Source: an optimization exercise on an open RTL-to-GDS flow (aim: small area, a short achievable clock period and few clock cycles). Production flows keep margins and buffers that such runs may drop.
The RTL was checked by simulation tests, not by an equivalence proof against the original design.

==> design.v <==
package kes_pkg;
	localparam logic signed [34:0] QUARTER_PI = 35'sd843314856;
	localparam logic signed [34:0] HALF_PI    = 35'sd1686629713;
	localparam logic [30:0]        ONE30      = 31'h4000_0000;
	localparam logic [30:0]        Q_LIMIT    = 31'h2000_0000;
	localparam logic [27:0]        DQ_MAX     = 28'h800_0000;
	function automatic logic [7:0] horner_k(input logic [3:0] idx);
		logic [7:0] k;
		case (idx)
			4'd0:    k = 8'd110;
			4'd1:    k = 8'd72;
			4'd2:    k = 8'd42;
			4'd3:    k = 8'd20;
			4'd4:    k = 8'd6;
			4'd5:    k = 8'd132;
			4'd6:    k = 8'd90;
			4'd7:    k = 8'd56;
			4'd8:    k = 8'd30;
			4'd9:    k = 8'd12;
			default: k = 8'd2;
		endcase
		horner_k = k;
	endfunction
	function automatic logic [30:0] horner_r(input logic [3:0] idx);
		logic [30:0] r;
		case (idx)
			4'd0:    r = 31'd39045157;
			4'd1:    r = 31'd59652323;
			4'd2:    r = 31'd102261126;
			4'd3:    r = 31'd214748364;
			4'd4:    r = 31'd715827882;
			4'd5:    r = 31'd32537631;
			4'd6:    r = 31'd47721858;
			4'd7:    r = 31'd76695844;
			4'd8:    r = 31'd143165576;
			4'd9:    r = 31'd357913941;
			default: r = 31'd0;
		endcase
		horner_r = r;
	endfunction
endpackage
module kes_ctrl #(
	parameter int NDIV = 8
) (
	input  logic        clk,
	input  logic        arst_n,
	input  logic        start,
	input  logic        big,       
	input  logic        finish,    
	output logic        load,      
	output logic        lctx,
	output logic        pick,      
	output logic        pick_ctx,
	output logic        mrun,      
	output logic        cur,
	output logic [22:0] cw,        
	output logic        chk,       
	output logic        div,
	output logic        upd,
	output logic        pctx,
	output logic        octx,      
	output logic        busy,
	output logic        done
);
	function automatic logic [22:0] rom(input logic [4:0] pc);
		logic [5:0] sa;
		logic [4:0] sb;
		logic [3:0] sr, op, kc;
		sa = '0; sb = '0; sr = 4'd15; op = 4'd0; kc = 4'd0;
		case (pc)
			5'd0:  begin op = 4'd1; end
			5'd1:  begin sa = 6'b000001; sb = 5'b00001; end
			5'd2:  begin sa = 6'b000010; sr = 4'd0; op = 4'd2; end
			5'd3:  begin sa = 6'b000100; sr = 4'd5; op = 4'd5; kc = 4'd0; end
			5'd4:  begin sa = 6'b000100; sb = 5'b00010; op = 4'd6; kc = 4'd5; end
			5'd5:  begin sa = 6'b000100; sb = 5'b00100; op = 4'd3; end
			5'd6:  begin sa = 6'b001000; sr = 4'd1; op = 4'd4; end
			5'd7:  begin sa = 6'b010000; sr = 4'd6; op = 4'd5; kc = 4'd1; end
			5'd8:  begin sa = 6'b000100; sb = 5'b00010; op = 4'd6; kc = 4'd6; end
			5'd9:  begin sa = 6'b000100; sb = 5'b00100; op = 4'd3; end
			5'd10: begin sa = 6'b001000; sr = 4'd2; op = 4'd4; end
			5'd11: begin sa = 6'b010000; sr = 4'd7; op = 4'd5; kc = 4'd2; end
			5'd12: begin sa = 6'b000100; sb = 5'b00010; op = 4'd6; kc = 4'd7; end
			5'd13: begin sa = 6'b000100; sb = 5'b00100; op = 4'd3; end
			5'd14: begin sa = 6'b001000; sr = 4'd3; op = 4'd4; end
			5'd15: begin sa = 6'b010000; sr = 4'd8; op = 4'd5; kc = 4'd3; end
			5'd16: begin sa = 6'b000100; sb = 5'b00010; op = 4'd6; kc = 4'd8; end
			5'd17: begin sa = 6'b000100; sb = 5'b00100; op = 4'd3; end
			5'd18: begin sa = 6'b001000; sr = 4'd4; op = 4'd4; end
			5'd19: begin sa = 6'b010000; sr = 4'd9; op = 4'd5; kc = 4'd4; end
			5'd20: begin sa = 6'b000001; sb = 5'b00010; op = 4'd6; kc = 4'd9; end
			5'd21: begin sa = 6'b100000; sb = 5'b01000; end
			5'd22: begin sa = 6'b000100; sb = 5'b00100; op = 4'd7; end
			5'd23: begin sa = 6'b100000; sb = 5'b10000; end
			default: ;
		endcase
		rom = {sa, sb, sr, op, kc};
	endfunction
	localparam logic [4:0] PC_LAST = 5'd23;
	localparam logic [2:0] C_FREE  = 3'd0;
	localparam logic [2:0] C_READY = 3'd1;
	localparam logic [2:0] C_MULT  = 3'd2;
	localparam logic [2:0] C_POST  = 3'd3;
	localparam logic [2:0] C_WAIT  = 3'd4;
	localparam logic [2:0] C_OUT   = 3'd5;
	localparam logic [1:0] P_IDLE = 2'd0;
	localparam logic [1:0] P_CHK  = 2'd1;
	localparam logic [1:0] P_DIV  = 2'd2;
	localparam logic [1:0] P_UPD  = 2'd3;
	logic [2:0]  cs_q [2];
	logic [2:0]  cs_n [2];
	logic        head_q, head_n;
	logic        mrun_q, mrun_n, cur_q, cur_n;
	logic [4:0]  pc_q, pc_n;
	logic [1:0]  ps_q, ps_n;
	logic        pctx_q, pctx_n;
	logic [$clog2(NDIV)-1:0] divc_q, divc_n;
	logic [22:0] cw_q, cw_n;
	logic [1:0]  freeish, rdy;
	logic        mend, out_now, out_ctx;
	always_comb begin
		for (int c = 0; c < 2; c++)
			freeish[c] = (cs_q[c] == C_FREE) || (cs_q[c] == C_OUT);
		busy = !(freeish[0] || freeish[1]);
		load = start && !busy;
		lctx = !freeish[0];
		out_now = (cs_q[0] == C_OUT) || (cs_q[1] == C_OUT);
		out_ctx = cs_q[1] == C_OUT;
		for (int c = 0; c < 2; c++)
			rdy[c] = (cs_q[c] == C_READY)
			      || (load && (lctx == c[0]))
			      || ((ps_q == P_UPD) && (pctx_q == c[0]) && !finish);
		mend = mrun_q && (pc_q == PC_LAST);
		pick = (!mrun_q || mend) && (rdy[0] || rdy[1]);
		pick_ctx = (rdy[0] && rdy[1]) ? head_q : rdy[1];
		for (int c = 0; c < 2; c++) begin
			cs_n[c] = cs_q[c];
			case (cs_q[c])
				C_FREE, C_OUT: cs_n[c] = C_FREE;
				C_MULT:        if (mend && (cur_q == c[0])) cs_n[c] = C_POST;
				C_POST:        if ((ps_q == P_UPD) && (pctx_q == c[0]))
				                   cs_n[c] = finish ? ((head_q == c[0]) ? C_OUT : C_WAIT) : C_READY;
				C_WAIT:        if (head_q == c[0]) cs_n[c] = C_OUT;
				default: ;
			endcase
			if (load && (lctx == c[0]))
				cs_n[c] = C_READY;
			if (rdy[c] && pick && (pick_ctx == c[0]))
				cs_n[c] = C_MULT;
		end
		if (load && freeish[!lctx])
			head_n = lctx;
		else if (out_now)
			head_n = !out_ctx;
		else
			head_n = head_q;
		mrun_n = mrun_q;
		cur_n  = cur_q;
		pc_n   = pc_q + 5'd1;
		if (mend)
			mrun_n = 1'b0;
		if (pick) begin
			mrun_n = 1'b1;
			cur_n  = pick_ctx;
			pc_n   = '0;
		end
		cw_n = mrun_n ? rom(pc_n) : '0;
		ps_n   = ps_q;
		pctx_n = pctx_q;
		divc_n = '0;
		case (ps_q)
			P_CHK: ps_n = big ? P_UPD : P_DIV;
			P_DIV: begin
				divc_n = divc_q + 1'b1;
				if (divc_q == ($clog2(NDIV))'(NDIV - 1))
					ps_n = P_UPD;
			end
			P_UPD: ps_n = P_IDLE;
			default: ;
		endcase
		if (mend) begin
			ps_n   = P_CHK;
			pctx_n = cur_q;
		end
	end
	always_ff @(posedge clk or negedge arst_n) begin
		if (!arst_n) begin
			cs_q[0] <= C_FREE;
			cs_q[1] <= C_FREE;
			head_q  <= 1'b0;
			mrun_q  <= 1'b0;
			cur_q   <= 1'b0;
			pc_q    <= '0;
			ps_q    <= P_IDLE;
			pctx_q  <= 1'b0;
			divc_q  <= '0;
			cw_q    <= '0;
		end else begin
			cs_q[0] <= cs_n[0];
			cs_q[1] <= cs_n[1];
			head_q  <= head_n;
			mrun_q  <= mrun_n;
			cur_q   <= cur_n;
			pc_q    <= pc_n;
			ps_q    <= ps_n;
			pctx_q  <= pctx_n;
			divc_q  <= divc_n;
			cw_q    <= cw_n;
		end
	end
	assign mrun = mrun_q;
	assign cur  = cur_q;
	assign cw   = cw_q;
	assign chk  = ps_q == P_CHK;
	assign div  = ps_q == P_DIV;
	assign upd  = ps_q == P_UPD;
	assign pctx = pctx_q;
	assign octx = out_ctx;
	assign done = out_now;
endmodule
module kes_datapath #(
	parameter int MAX_ITERATIONS = 30,
	parameter int DSTAGES = 2,
	localparam int CW = $clog2(MAX_ITERATIONS + 1),
	localparam int QB = 2 * DSTAGES * ((31 + 2 * DSTAGES - 1) / (2 * DSTAGES))
) (
	input  logic               clk,
	input  logic               load,
	input  logic               lctx,
	input  logic               pick,
	input  logic               pick_ctx,
	input  logic               mrun,
	input  logic               cur,
	input  logic [22:0]        cw,
	input  logic               chk,
	input  logic               div,
	input  logic               upd,
	input  logic               pctx,
	input  logic               octx,
	input  logic signed [31:0] mean_anomaly,
	input  logic [27:0]        eccentricity,
	input  logic [27:0]        tolerance,
	output logic               big,
	output logic               finish,
	output logic signed [31:0] eccentric_anomaly,
	output logic [4:0]         step_count,
	output logic               converged
);
	logic [5:0] sa;
	logic [4:0] sb;
	logic [3:0] sr, op, kc;
	assign {sa, sb, sr, op, kc} = cw;
	logic do_fold, do_yn, do_ns, do_nc, do_ts, do_tc, do_pes;
	assign do_fold = mrun && (op == 4'd1);
	assign do_yn   = mrun && (op == 4'd2);
	assign do_ns   = mrun && (op == 4'd3);
	assign do_nc   = mrun && (op == 4'd4);
	assign do_ts   = mrun && (op == 4'd5);
	assign do_tc   = mrun && (op == 4'd6);
	assign do_pes  = mrun && (op == 4'd7);
	logic signed [31:0] m_q [2];
	logic signed [31:0] ea_q [2];
	logic [27:0]        e_q [2];
	logic [CW-1:0]      cnt_q [2];
	logic               conv_q [2];
	logic [29:0]        a_q;
	logic               xneg_q;
	logic [1:0]         quad_q;
	logic [60:28]       prod_q;
	logic [29:0]        y_q, ns_q, nc_q;
	logic [30:0]        ts_q, tc_q;
	logic [30:0]        pes_q;
	logic               fneg_q, fzero_q, big_q;
	logic [30:0]        d_q;
	logic [27:0]        ecur_q;
	logic signed [35:0] d4_q, nd4_q;
	logic [32:0]        d3_q;
	logic [30:0]        rem_q;
	logic [QB-1:0]      rq_q;
	function automatic logic signed [34:0] fold_t(input int j);
		case (j)
			0:       fold_t = 35'sd843314856;
			1:       fold_t = 35'sd2529944569;
			2:       fold_t = 35'sd4216574282;
			3:       fold_t = 35'sd5903203995;
			default: fold_t = 35'sd7589833708;
		endcase
	endfunction
	function automatic logic signed [34:0] fold_kh(input int j);
		case (j)
			0:       fold_kh = 35'sd1686629713;
			1:       fold_kh = 35'sd3373259426;
			2:       fold_kh = 35'sd5059889139;
			3:       fold_kh = 35'sd6746518852;
			default: fold_kh = 35'sd8433148565;
		endcase
	endfunction
	logic signed [34:0] x0, kh, xp, xn;
	logic [4:0]         gt, lt;
	logic [1:0]         kq;
	always_comb begin
		x0 = $signed({ea_q[cur][31], ea_q[cur], 2'b00});
		for (int j = 0; j < 5; j++) begin
			gt[j] = x0 > fold_t(j);
			lt[j] = x0 < -fold_t(j);
		end
		kh = '0;
		kq = 2'd0;
		for (int j = 0; j < 5; j++) begin
			if (gt[j]) begin
				kh = fold_kh(j);
				kq = 2'(j + 1);
			end else if (lt[j]) begin
				kh = -fold_kh(j);
				kq = 2'(-(j + 1));
			end
		end
		xp = x0 - kh;
		xn = kh - x0;
	end
	logic [29:0] mul_a;
	logic [30:0] mul_b, rconst, cr_n;
	logic [27:0] mul_c;
	logic [60:0] prod_n;
	assign rconst = kes_pkg::horner_r(sr);
	assign cr_n = {1'b0, ~prod_q[60:31]};
	assign mul_c = sb[4] ? ecur_q : 28'd0;
	always_comb begin
		mul_a = ({30{sa[0]}} & a_q)
		      | ({30{sa[1]}} & prod_q[59:30])
		      | ({30{sa[2]}} & y_q)
		      | ({30{sa[3]}} & ns_q)
		      | ({30{sa[4]}} & nc_q)
		      | ({30{sa[5]}} & {2'b0, ecur_q});
		mul_b = ({31{sb[0]}} & {1'b0, a_q})
		      | ({31{sb[1]}} & ts_q)
		      | ({31{sb[2]}} & tc_q)
		      | ({31{sb[3]}} & prod_q[60:30])
		      | ({31{sb[4]}} & cr_n)
		      | rconst;
	end
	assign prod_n = 61'(mul_a) * 61'(mul_b) + 61'(mul_c);
	logic [29:0] nsel;
	logic [28:0] qe;
	logic [7:0]  kk;
	logic [8:0]  rr9;
	logic        cup;
	logic [30:0] t_n;
	assign nsel = do_tc ? nc_q : ns_q;
	assign qe   = prod_q[60:32];
	assign kk   = kes_pkg::horner_k(kc);
	assign rr9  = nsel[8:0] - 9'(qe[8:0] * kk);
	assign cup  = rr9 >= {1'b0, kk};
	assign t_n  = kes_pkg::ONE30 - 31'(qe) - 31'(cup);
	logic [30:0]        p_sr, p_cr;
	logic               sneg, cneg;
	logic [30:0]        ps_mag, pc_mag;
	logic [35:0]        psx, npsx;
	logic signed [35:0] f_n, nf_n;
	logic [32:0]        pcx;
	logic signed [32:0] d33;
	logic [30:0]        d_n;
	logic [35:0]        mag;
	assign p_sr = pes_q;
	assign p_cr = prod_q[58:28];
	always_comb begin
		case (quad_q)
			2'd0:    begin ps_mag = p_sr; sneg = xneg_q;  pc_mag = p_cr; cneg = 1'b0; end
			2'd1:    begin ps_mag = p_cr; sneg = 1'b0;    pc_mag = p_sr; cneg = !xneg_q; end
			2'd2:    begin ps_mag = p_sr; sneg = !xneg_q; pc_mag = p_cr; cneg = 1'b1; end
			default: begin ps_mag = p_cr; sneg = 1'b1;    pc_mag = p_sr; cneg = xneg_q; end
		endcase
		psx  = sneg ? {5'b0, ps_mag} : ~{5'b0, ps_mag};
		npsx = ~psx;
		pcx  = cneg ? {2'b0, pc_mag} : ~{2'b0, pc_mag};
	end
	assign f_n  = d4_q + $signed(psx) + 36'(!sneg);
	assign nf_n = nd4_q + $signed(npsx) + 36'(sneg);
	assign d33  = $signed({2'b0, kes_pkg::ONE30}) + $signed(pcx) + 33'(!cneg);
	assign d_n  = (d33 < 33'sd1) ? 31'd1 : d33[30:0];
	assign mag  = f_n[35] ? nf_n : f_n;
	assign big  = (mag[35:33] != 3'd0) || (mag[32:0] >= {1'b0, d_n, 1'b0});
	logic [32:0] d1, d2, d3;
	logic [30:0] rem_s [DSTAGES+1];
	logic [QB-1:0] rq_s [DSTAGES+1];
	assign d1 = {2'b0, d_q};
	assign d2 = {1'b0, d_q, 1'b0};
	assign d3 = d3_q;
	always_comb begin
		logic [32:0] sh;
		rem_s[0] = rem_q;
		rq_s[0]  = rq_q;
		for (int i = 0; i < DSTAGES; i++) begin
			sh = {rem_s[i], rq_s[i][QB-1:QB-2]};
			if (sh >= d3) begin
				rem_s[i+1] = 31'(sh - d3);
				rq_s[i+1]  = {rq_s[i][QB-3:0], 2'd3};
			end else if (sh >= d2) begin
				rem_s[i+1] = 31'(sh - d2);
				rq_s[i+1]  = {rq_s[i][QB-3:0], 2'd2};
			end else if (sh >= d1) begin
				rem_s[i+1] = 31'(sh - d1);
				rq_s[i+1]  = {rq_s[i][QB-3:0], 2'd1};
			end else begin
				rem_s[i+1] = sh[30:0];
				rq_s[i+1]  = {rq_s[i][QB-3:0], 2'd0};
			end
		end
	end
	logic [30:0]        q;
	logic [31:0]        qp2;
	logic [27:0]        dq;
	logic signed [33:0] ea_w, dq_s, ea_n;
	logic signed [31:0] ea_sat;
	logic [CW-1:0]      cnt_next;
	logic               conv_n;
	assign q    = rq_q[30:0];
	assign qp2  = {1'b0, q} + 32'd2;
	assign dq   = (big_q || (q > kes_pkg::Q_LIMIT)) ? kes_pkg::DQ_MAX : qp2[29:2];
	assign ea_w = $signed({{2{ea_q[pctx][31]}}, ea_q[pctx]});
	assign dq_s = $signed({6'b0, dq});
	always_comb begin
		if (fzero_q)
			ea_n = ea_w;
		else if (fneg_q)
			ea_n = ea_w + dq_s;
		else
			ea_n = ea_w - dq_s;
		if (ea_n > 34'sd2147483647)
			ea_sat = 32'sh7fff_ffff;
		else if (ea_n < -34'sd2147483648)
			ea_sat = 32'sh8000_0000;
		else
			ea_sat = ea_n[31:0];
	end
	assign cnt_next = cnt_q[pctx] + CW'(1);
	assign conv_n   = dq <= tolerance;
	assign finish   = conv_n || (cnt_next == CW'(MAX_ITERATIONS));
	always_ff @(posedge clk) begin
		for (int c = 0; c < 2; c++) begin
			if (load && (lctx == c[0])) begin
				m_q[c]   <= mean_anomaly;
				ea_q[c]  <= mean_anomaly;
				e_q[c]   <= eccentricity;
				cnt_q[c] <= '0;
			end
			if (upd && (pctx == c[0])) begin
				ea_q[c]   <= ea_sat;
				cnt_q[c]  <= cnt_next;
				conv_q[c] <= conv_n;
			end
		end
		if (do_fold) begin
			d4_q   <= 36'($signed({ea_q[cur][31], ea_q[cur]}) - $signed({m_q[cur][31], m_q[cur]})) <<< 2;
			nd4_q  <= 36'($signed({m_q[cur][31], m_q[cur]}) - $signed({ea_q[cur][31], ea_q[cur]})) <<< 2;
			a_q    <= xp[34] ? xn[29:0] : xp[29:0];
			xneg_q <= xp[34];
			quad_q <= kq;
		end
		if (pick)
			ecur_q <= (load && (lctx == pick_ctx)) ? eccentricity : e_q[pick_ctx];
		prod_q <= prod_n[60:28];
		if (do_yn) begin
			y_q  <= prod_q[59:30];
			ns_q <= prod_q[59:30];
			nc_q <= prod_q[59:30];
		end
		if (do_ns)
			ns_q <= prod_q[59:30];
		if (do_nc)
			nc_q <= prod_q[59:30];
		if (do_ts)
			ts_q <= t_n;
		if (do_tc)
			tc_q <= t_n;
		if (do_pes)
			pes_q <= prod_q[58:28];
		if (chk) begin
			fneg_q  <= f_n[35];
			fzero_q <= f_n == 36'sd0;
			big_q   <= big;
			d_q     <= d_n;
			d3_q    <= {2'b0, d_n} + {1'b0, d_n, 1'b0};
			rem_q   <= 31'(mag >> (QB - 30));
			rq_q    <= {mag[QB-31:0], 30'b0};
		end
		if (div) begin
			rem_q <= rem_s[DSTAGES];
			rq_q  <= rq_s[DSTAGES];
		end
	end
	assign eccentric_anomaly = ea_q[octx];
	assign step_count        = 5'(cnt_q[octx]);
	assign converged         = conv_q[octx];
endmodule
module kepler_equation_solver_unit #(
	parameter int MAX_ITERATIONS = 30
) (
	input  logic             clk,
	input  logic             arst_n,
	input  logic             start,
	output logic             busy,
	input  logic [31:0]      mean_anomaly,
	input  logic [27:0]      eccentricity,
	output logic             done,
	output logic [31:0]      eccentric_anomaly,
	output logic [4:0]       step_count,
	output logic             converged,
	input  logic             psel,
	input  logic             penable,
	input  logic             pwrite,
	input  logic [2:0]       paddr,
	input  logic [31:0]      pwdata,
	output logic [31:0]      prdata,
	output logic             pready
);
	localparam int DSTAGES = 2;
	localparam int NDIV    = (31 + 2 * DSTAGES - 1) / (2 * DSTAGES);
	logic [27:0] tol_q;
	logic        load, lctx, pick, pick_ctx, mrun, cur, chk, div, upd, pctx, octx, big, finish;
	logic [22:0] cw;
	assign pready = 1'b1;
	assign prdata = (paddr[2] == 1'b0) ? {4'b0, tol_q} : 32'd0;
	always_ff @(posedge clk or negedge arst_n) begin
		if (!arst_n)
			tol_q <= 28'd1;
		else if (psel && penable && pwrite && (paddr[2] == 1'b0))
			tol_q <= pwdata[27:0];
	end
	kes_ctrl #(
		.NDIV (NDIV)
	) u_ctrl (
		.clk    (clk),
		.arst_n (arst_n),
		.start  (start),
		.big    (big),
		.finish (finish),
		.load   (load),
		.lctx   (lctx),
		.pick   (pick),
		.pick_ctx (pick_ctx),
		.mrun   (mrun),
		.cur    (cur),
		.cw     (cw),
		.chk    (chk),
		.div    (div),
		.upd    (upd),
		.pctx   (pctx),
		.octx   (octx),
		.busy   (busy),
		.done   (done)
	);
	kes_datapath #(
		.MAX_ITERATIONS (MAX_ITERATIONS),
		.DSTAGES        (DSTAGES)
	) u_datapath (
		.clk               (clk),
		.load              (load),
		.lctx              (lctx),
		.pick              (pick),
		.pick_ctx          (pick_ctx),
		.mrun              (mrun),
		.cur               (cur),
		.cw                (cw),
		.chk               (chk),
		.div               (div),
		.upd               (upd),
		.pctx              (pctx),
		.octx              (octx),
		.mean_anomaly      (mean_anomaly),
		.eccentricity      (eccentricity),
		.tolerance         (tol_q),
		.big               (big),
		.finish            (finish),
		.eccentric_anomaly (eccentric_anomaly),
		.step_count        (step_count),
		.converged         (converged)
	);
endmodule
==> run.sh <==
#!/bin/bash
# synth_recipe.tcl (not shown) runs the flow's synth.tcl, then flattens the netlist and writes it again
# the make line also repeats each setting of config.mk as NAME=value (left out here)
make -C /OpenROAD-flow-scripts/flow DESIGN_CONFIG=/design/flow/config.mk WORK_HOME=/design/flow/orfs CLKGATE_MAP_FILE= SYNTH_SCRIPT=/design/flow/synth_recipe.tcl finish
==> config.mk <==
export PLATFORM = sky130hd
export DESIGN_NAME = kepler_equation_solver_unit
export DESIGN_NICKNAME = kepler_equation_solver_unit
export VERILOG_FILES = /design/flow/design.v
export SDC_FILE = /design/flow/constraint.sdc
export NUM_CORES = 4
export LEC_CHECK = 0
export CAP_MARGIN = 20
export CORE_MARGIN = 2
export CORE_UTILIZATION = 40
export SETUP_SLACK_MARGIN = 3
export SLEW_MARGIN = 20
==> constraint.sdc <==
create_clock -name core_clock -period 13.0 [get_ports {clk}]
set_input_delay 2.6000 -clock core_clock [delete_from_list [all_inputs] [get_ports {clk}]]
set_output_delay 2.6000 -clock core_clock [all_outputs]
set_load 0.01 [all_outputs]
==> summary.txt, run 1 <==
* Clk buf depth at 3
* Final setup viols at 0
* DR WL/cell at around 25 µm
* Via count at around 81000
* Max H-tree Level at 3
* Number of synthesis warnings at 12
* Achievable frequency at between 100 and 150 MHz
* CP max stage delay at about 0.63 ns
* Adder-cell share of the synthesized area at a little under a third
* Post-synthesis mux area share at under 10%
* Worst slew margin at 23.0%
* CTS root buffer: clkbuf_16
* Fin crit period at ~9.9 ns
* Synth cell types at between 90 and 100
* GRT Total Usage at slightly below 30%
* Worst Skew at around 0.052 ns
* I/O Buffers at roughly 160
* R2R cell count at 32
* HP Class: register to register
* Post-Syn Instances at roughly 11000
* Pre-CTS setup slack at ~1.8 ns
* RSZ-0062 raised after global routing: true
* Vias in the first global route at around 79000
* Die Y at roughly 490 µm
* GRT overflow at 0
* Pre-antenna DRT Iters at 6
* Routability-driven placement congestion ratio at roughly 1
* Max Slew Vio Count at 0
* Vias/cell at a little under 6
* Largest family of logic cells by synthesized area: adder cells
* Layout cells sized above 1 at between 6 and 7%
* Area grow syn2layout at 10.0%
* Die area at approximately 240000 µm²
* Slowest cell on the critical path: fa_1
* CP startpoint kind: register
* Compound-Gate Fraction of Synth Area at between 10% and 20%
* Synth Flop Type: edfxtp_1
* Largest net degree at the start of global routing at between 70 and 80
* Register area share after synthesis at 23.0%
* Syn avg cell area at between 8 and 9 µm²
* Critical Path Fanout Max at 33
* DR iter-0 viols at approximately 8600
* Critical path class: register to register
* Hold Violations, Final at 0
* Fin nets at 12400
* Clk pin slew, worst setup/hold paths at 0.07 ns
* CP dominant cell by count: fa_1
* Worst setup margin at between 3 and 4 ns
* Critical Path RT at ~14 ns
* Routed wire length at between 300000 and 400000 µm
* Inst Count DP at around 14000
* Placed wire-length estimate at between 200000 and 300000 µm
* Crit path DAT at 10.57 ns
* Starting Density at 40.2%
* Worst slew pin tran at roughly 1.1 ns
* Final setup TNS at 0 ns
* CTS tree: built
* # clock sinks at 737
* Flops & latches, synth at around 740
* Clock buffer count from CTS at 86
* Clock latency (worst-skew pair) at approximately 0.75 ns
* Initial antenna violation count at 15
* Drt drc at 0
* Number of flops mapped to enable cells by yosys at about 630
* Post-Syn Area at about 93000 µm²
* Post-synth ARST share at around a tenth
* Cells on Worst Hold Path at 1
* Synth Area in Simple Gates at between 15 and 20%
* XOR/XNOR Fraction of Synth Area at 5.52%
* Final antenna-violating net count at 0
* Layout Utilization at around 44%
* CP Capture Type: register
* DIE WIDTH at 487 µm
* Max-Cap Viols at 0
* # IOs at roughly 170
* Row count at between 150 and 200
* Final period utilization at 76.2%
* Final cell count without fillers at 13700
* Run status: no timing/DRC/antenna violations
* First-pass GRT wire length at 515000 µm
* CORE AREA at between 200000 and 250000 µm²
[worst max-delay path: cells and delay by family, from the launching register on]
family | cells | cell delay (ns)
adder cells (fa/ha/maj) | 9 | 4.87
AO/OA/AOI/OAI | 8 | 1.72
buffers and inverters | 8 | 1.32
AND/OR/NAND/NOR | 6 | 1.28
flip-flops | 1 | 0.44
XOR/XNOR | 1 | 0.15
[metrics by stage]
stage                     hold slack [ns]  area (µm²)
after floorplan                     0.403       93500
after global placement              0.414       99000
after detailed placement            0.433       99000
after CTS                           0.442      102000
after global routing                0.455      103000
final                               0.440      103000
[routing by layer]
layer	GRT usage, %	wire length [µm]
met5	0	57
met2	43.6	150000
met3	6.67	35200
met4	11.5	16000
met1	40.0	148000
[what timing repair did]
item,4_1_cts,5_1_grt
gates resized for setup,71,50
pin swaps,12,11
setup endpoints to repair,27,37
hold buffers,0,0
setup buffers,27,17
[Yosys cell counts, drive strengths merged (168+ instances only)]
| master | count | share of area (%) |
|---|---|---|
| ha | 852 | 11 |
| nand3 | 168 | 0.90 |
| fa | 861 | 18 |
| a21oi | 582 | 3.1 |
| a21o | 288 | 2.3 |
| clkbuf | 383 | 1.5 |
| nor3 | 168 | 0.93 |
| nand2 | 1125 | 4.5 |
| xor2 | 185 | 1.7 |
| o21ai | 421 | 2.3 |
| edfxtp | 634 | 20 |
| inv | 1366 | 5.5 |
| mux2i | 184 | 2.0 |
| nor2 | 988 | 4.0 |
| xnor2 | 401 | 3.8 |
[kinds of logic after synthesis]
family                   Yosys count
other                              2
flip-flops                       737
buffers and inverters           1834
AND/OR/NAND/NOR                 3159
multiplexers                     298
adder cells (fa/ha/maj)         1729
AO/OA/AOI/OAI                   2191
XOR/XNOR                         586
[final cells by class]
| class | count | area [µm²] |
|---|---|---|
| clock buffers | 108 | 2280 |
| flip-flops and latches | 737 | 21500 |
| clock inverters | 52 | 731 |
| inverters | 1367 | 5140 |
| repair buffers | 438 | 3780 |
| fillers | 22700 | 130000 |
| well taps | 3043 | 3810 |
| multi-input cells | 7968 | 65600 |
| diodes | 12 | 30.0 |
[registers in the layout, indices dropped and copies added (netlist names), 3 cells and up]
register	count
u_datapath.nd4_q	32
u_datapath.pes_q	31
u_datapath.m_q	64
u_datapath.d3_q	33
u_datapath.nc_q	30
u_datapath.e_q	56
u_datapath.d4_q	33
tol_q	28
u_ctrl.cs_q	6
u_datapath.a_q	30
u_datapath.tc_q	31
u_datapath.ecur_q	28
u_datapath.ns_q	30
u_datapath.ts_q	31
u_ctrl.divc_q	3
u_datapath.cnt_q	10
u_datapath.prod_q	33
u_datapath.rq_q	32
u_datapath.y_q	30
u_datapath.rem_q	31
u_ctrl.pc_q	5
u_datapath.d_q	30
u_datapath.ea_q	64
u_ctrl.cw_q	22
[final timing paths]
check,start,to,slack (ns)
worst max-delay path,u_ctrl.cw_q[15],u_datapath.prod_q[60],3.09
worst min-delay path,u_ctrl.divc_q[0],u_ctrl.divc_q[0],0.44
worst max register to register,u_ctrl.cw_q[15],u_datapath.prod_q[60],3.09
worst min register to register,u_ctrl.divc_q[0],u_ctrl.divc_q[0],0.44
max in group asynchronous,arst_n,u_ctrl.cw_q[11],10.45
min in group asynchronous,arst_n,tol_q[27],1.90
[placed cells by master (no fill, tap or decap), types with 22 or more instances in the layout]
master and instances:
o21ai_0 409, mux2_2 114, o22ai_1 43, dfrtp_1 57
inv_1 1356, and3_1 78, o211ai_1 39, a21o_1 288
a221oi_1 29, xor2_1 185, mux2i_1 183, nand3_1 156
and2_1 117, a21boi_0 31, a31oi_1 76, nor4_1 40
xnor2_1 398, o31ai_1 41, clkbuf_16 86, o21bai_1 75
a211oi_1 83, buf_4 264, fa_1 861, a22oi_1 112
nand2_1 1120, or3_1 47, nand2b_1 83, nor2b_1 96
o21a_1 73, dfxtp_1 32, edfxtp_1 634, nor2_1 979
a21oi_1 575, or2_2 24, nor3_1 156, nand4_1 94
ha_1 848, clkdlybuf4s50_1 161, a211o_1 22
Testbench counts, summed over its fixed seeds: cycles 135,351.
==> run 2: changes to the inputs <==
--- a/config.mk
+++ b/config.mk
@@ -8,5 +8,4 @@
 export CAP_MARGIN = 20
 export CORE_MARGIN = 2
 export CORE_UTILIZATION = 40
-export SETUP_SLACK_MARGIN = 3
 export SLEW_MARGIN = 20
==> run 2 against run 1 <==
Still clean. Wire length is 0.42% lower. Cell count down 0.33%. Global-route usage fell by 0.081 points. Count of clock-buffer cells in the layout unchanged. Sequential share of layout area increased by 0.14 points. Maximum frequency down 13%. Critical path type unchanged.
==> summary.txt, run 2 <==
* Die Y at 487 µm (unchanged)
* Synth Flop Type: edfxtp_1
* Clock latency (worst-skew pair) at 0.76 ns (about the same)
* Final antenna-violating net count at 0 (unchanged)
* Post-CTS Hold Buffers at 0 (unchanged)
* Hold EP: u_ctrl.divc_q[0]
* I/O Buffers at 162 (unchanged)
* Area share of the largest cell type after synthesis at 20.4% (unchanged)
* Final setup viols at 0 (unchanged)
* Achievable frequency at 87.4 MHz (-13%)
* Layout Utilization at 43.9% (-0.33 points)
* RR Startpoint: u_ctrl.cw_q[10]
* DR WL met2 at 149000 µm (-0.52%)
* Run status: no timing/DRC/antenna violations
* Layout cells sized above 1 at 5.60% (-1.2 points)
* Crit path DAT at 12.06 ns (+1.49 ns)
* Max-Cap Viols at 0 (unchanged)
* DR iter-0 viols at 9017 (+4.5%)
* Number of flops mapped to enable cells by yosys at 634 (unchanged)
* # IOs at 174 (unchanged)
* Area grow syn2layout at 9.22%
* Clk buf depth at 3 (unchanged)
* Most common cell in the netlist: inv_1
* # clock sinks at 737 (unchanged)
* Most frequent cells in the layout: 1359 x inv_1, 1122 x nand2_1, 983 x nor2_1, 861 x fa_1, 850 x ha_1
* Largest net degree at the start of global routing at 76 (unchanged)
* Met3 routed WL at 34500 µm (-2.0%)
* DIE WIDTH at 487 µm (unchanged)
* Critical Path Fanout Max at 15 (-55%)
* Die area at 238000 µm² (unchanged)
* Critical path class: register to register
* DR WL/cell at 25.4 µm (about the same)
* HP Class: register to register
* Flops & latches, synth at 737 (unchanged)
* CP max stage delay at 1.07 ns (+0.44 ns)
* Vias/cell at 5.86 (-0.12%)
* Critical Path RT at 13.61 ns (-0.05 ns)
* Synth cell types at 99 (unchanged)
* Post-Syn Instances at 10500 (unchanged)
* Pre-antenna DRT Iters at 9 (+3)
* Worst slew pin tran at 1.25 ns (+0.126 ns)
* Post-Syn Area at 93400 µm² (unchanged)
* Regs by FF count: u_datapath.ea_q (64), u_datapath.m_q (64), u_datapath.e_q (56)
* Final cell count without fillers at 13700 (-0.33%)
* Vias in the first global route at 78700 (-0.31%)
* CP startpoint kind: register
* GRT Total Usage at 28.9% (-0.081 points)
* Starting Density at 40.2% (unchanged)
* Syn avg cell area at 8.87 µm² (unchanged)
* Max H-tree Level at 3 (unchanged)
* Post-CTS sizing at 0 (-100%)
* CORE AREA at 233000 µm² (unchanged)
* Worst Skew at 0.0522 ns (+0.000546 ns)
* Slowest cell on the critical path: and3_1
* Worst hold start: u_ctrl.divc_q[0]
* R2R cell count at 35 (+9.4%)
* Final setup TNS at 0 ns (unchanged)
* Worst slew margin at 16.8% (-6.2 points)
* Biggest area consumer among synthesized cells: edfxtp_1
* Max Slew Vio Count at 0 (unchanged)
* RSZ-0062 raised after global routing: false
* Final period utilization at 88.1% (+12 points)
* Hold Violations, Final at 0 (unchanged)
* Fin nets at 12400 (-0.35%)
* Inst Count DP at 13500 (unchanged)
* CP Capture Type: register
* First-pass GRT wire length at 514000 µm (-0.26%)
* Top post-synthesis cells by area: edfxtp_1 20%, fa_1 18%, ha_1 11%
* Worst flop-to-flop path endpoint: u_datapath.prod_q[55]
* Routed wire length at 347000 µm (-0.42%)
* Fin crit period at 11.45 ns (+1.54 ns)
* CTS root buffer: clkbuf_16
* Most instantiated cells after synthesis: 1362 x inv_1, 1125 x nand2_1, 986 x nor2_1
* Routability-driven placement congestion ratio at 0.997 (unchanged)
* Top layer reached by signal wires: met5
* Row count at 177 (unchanged)
* Drt drc at 0 (unchanged)
* Register area share after synthesis at 23.0% (unchanged)
* Reg2Reg Setup Slack at 1.55 ns (-1.54 ns)
* Met1 WL at 148000 µm (about the same)
* Cells on Worst Hold Path at 1 (unchanged)
* CP dominant cell by count: fa_1
* Most common cell after layout, fill and taps aside: inv_1
* Clock buffer count from CTS at 86 (unchanged)
* Via count at 80200 (-0.45%)
* Postcts setup bufs at 0 (-100%)
* CTS tree: built
* Number of fill cells at 22700 (+0.13%)
* Initial antenna violation count at 14 (-1)
* GRT overflow at 0 (unchanged)
* Post-synth ARST share at 9.50% (unchanged)
* Placed wire-length estimate at 281000 µm (unchanged)
* Number of synthesis warnings at 12 (unchanged)
* Clk pin slew, worst setup/hold paths at 0.07 ns (about the same)
==> run 2: layout make-up <==
| cell class | instances | area (µm²) | share of cell area, % |
|---|---|---|---|
| well taps | 3043 | 3810 | 3.73 |
| inverters | 1367 | 5130 | 5.03 |
| diodes | 11 | 27.5 | 0.0270 |
| repair buffers | 394 | 3380 | 3.32 |
| clock inverters | 52 | 731 | 0.716 |
| multi-input cells | 7968 | 65200 | 63.9 |
| clock buffers | 108 | 2280 | 2.24 |
| flip-flops and latches | 737 | 21500 | 21.0 |
==> run 2: kinds of logic after synthesis <==
logic type	synth area share (%)
other	0.00804
AOI/OAI and AO/OA	15.3
and+or+nand+nor	15.3
DFF	23.0
muxes	3.34
buffers and inverters	7.50
xor gates and xnor gates	5.52
adders and majority gates	30.0
==> run 2: layer usage <==
layer | GRT usage (%) | up-vias
met5 | 0 | -
li1 | - | 36000
met4 | 11.2 | 6
met1 | 40.3 | 39600
met2 | 43.6 | 3942
met3 | 6.09 | 701
==> run 2: critical path: cells and delay by family, from the launching register on <==
family / cells / cell delay, ns
xor+xnor: 1 / 0.13
simple gates: 5 / 2.19
fa+ha+maj: 9 / 4.32
buf+inv: 9 / 0.94
compound gates: 11 / 3.02
flops: 1 / 0.66
==> run 2: through the flow <==
step	worst slack, ns	hold WS [ns]	cell area, µm²
2_1_floorplan	3.56	0.403	93500
3_3_place_gp	1.68	0.414	99000
3_5_place_dp	1.79	0.433	99000
4_1_cts	1.75	0.442	102000
5_1_grt	1.10	0.455	102000
6_report	1.55	0.440	102000
==> run 2: worst max-delay path by stage <==
stage,from,to,cells after the start
global placement,u_ctrl.cw_q[8],u_datapath.prod_q[55],36
finish,u_ctrl.cw_q[10],u_datapath.prod_q[55],35
detailed placement,u_ctrl.cw_q[10],u_datapath.prod_q[55],35
CTS,u_ctrl.cw_q[10],u_datapath.prod_q[55],35
global route,u_ctrl.cw_q[10],u_datapath.prod_q[55],35
floorplan,u_ctrl.cw_q[15],u_datapath.prod_q[55],33

## separate check: timing with driven ports
The flow's constraints put no driver on any port. The routed layouts listed below were extracted and timed again, unchanged, in two steps. Step 1 (the two cells are an assumption about what drives the block):
set clk [get_ports {clk}]
set_driving_cell -lib_cell sky130_fd_sc_hd__clkbuf_16 $clk
set_driving_cell -lib_cell sky130_fd_sc_hd__buf_2 [delete_from_list [all_inputs] $clk]
Step 2 adds t to the input delays and takes it off the output delays; t is the mean of the earliest and latest rising clock arrival at the registers after step 1. Input paths then give back, and output paths get back, about the clock's delay inside the block. Three values: ideal, step 1, step 2; two values: the first two.
| run | t (ns) | setup slack, ns | worst setup path at the end |
|---|---|---|---|
| run 1 | 0.809 | 3.091 / 3.091 / 3.091 | register to register |
| run 2 | 0.813 | 1.553 / 1.553 / 1.553 | register to register |
After both steps every run listed still meets setup and hold.
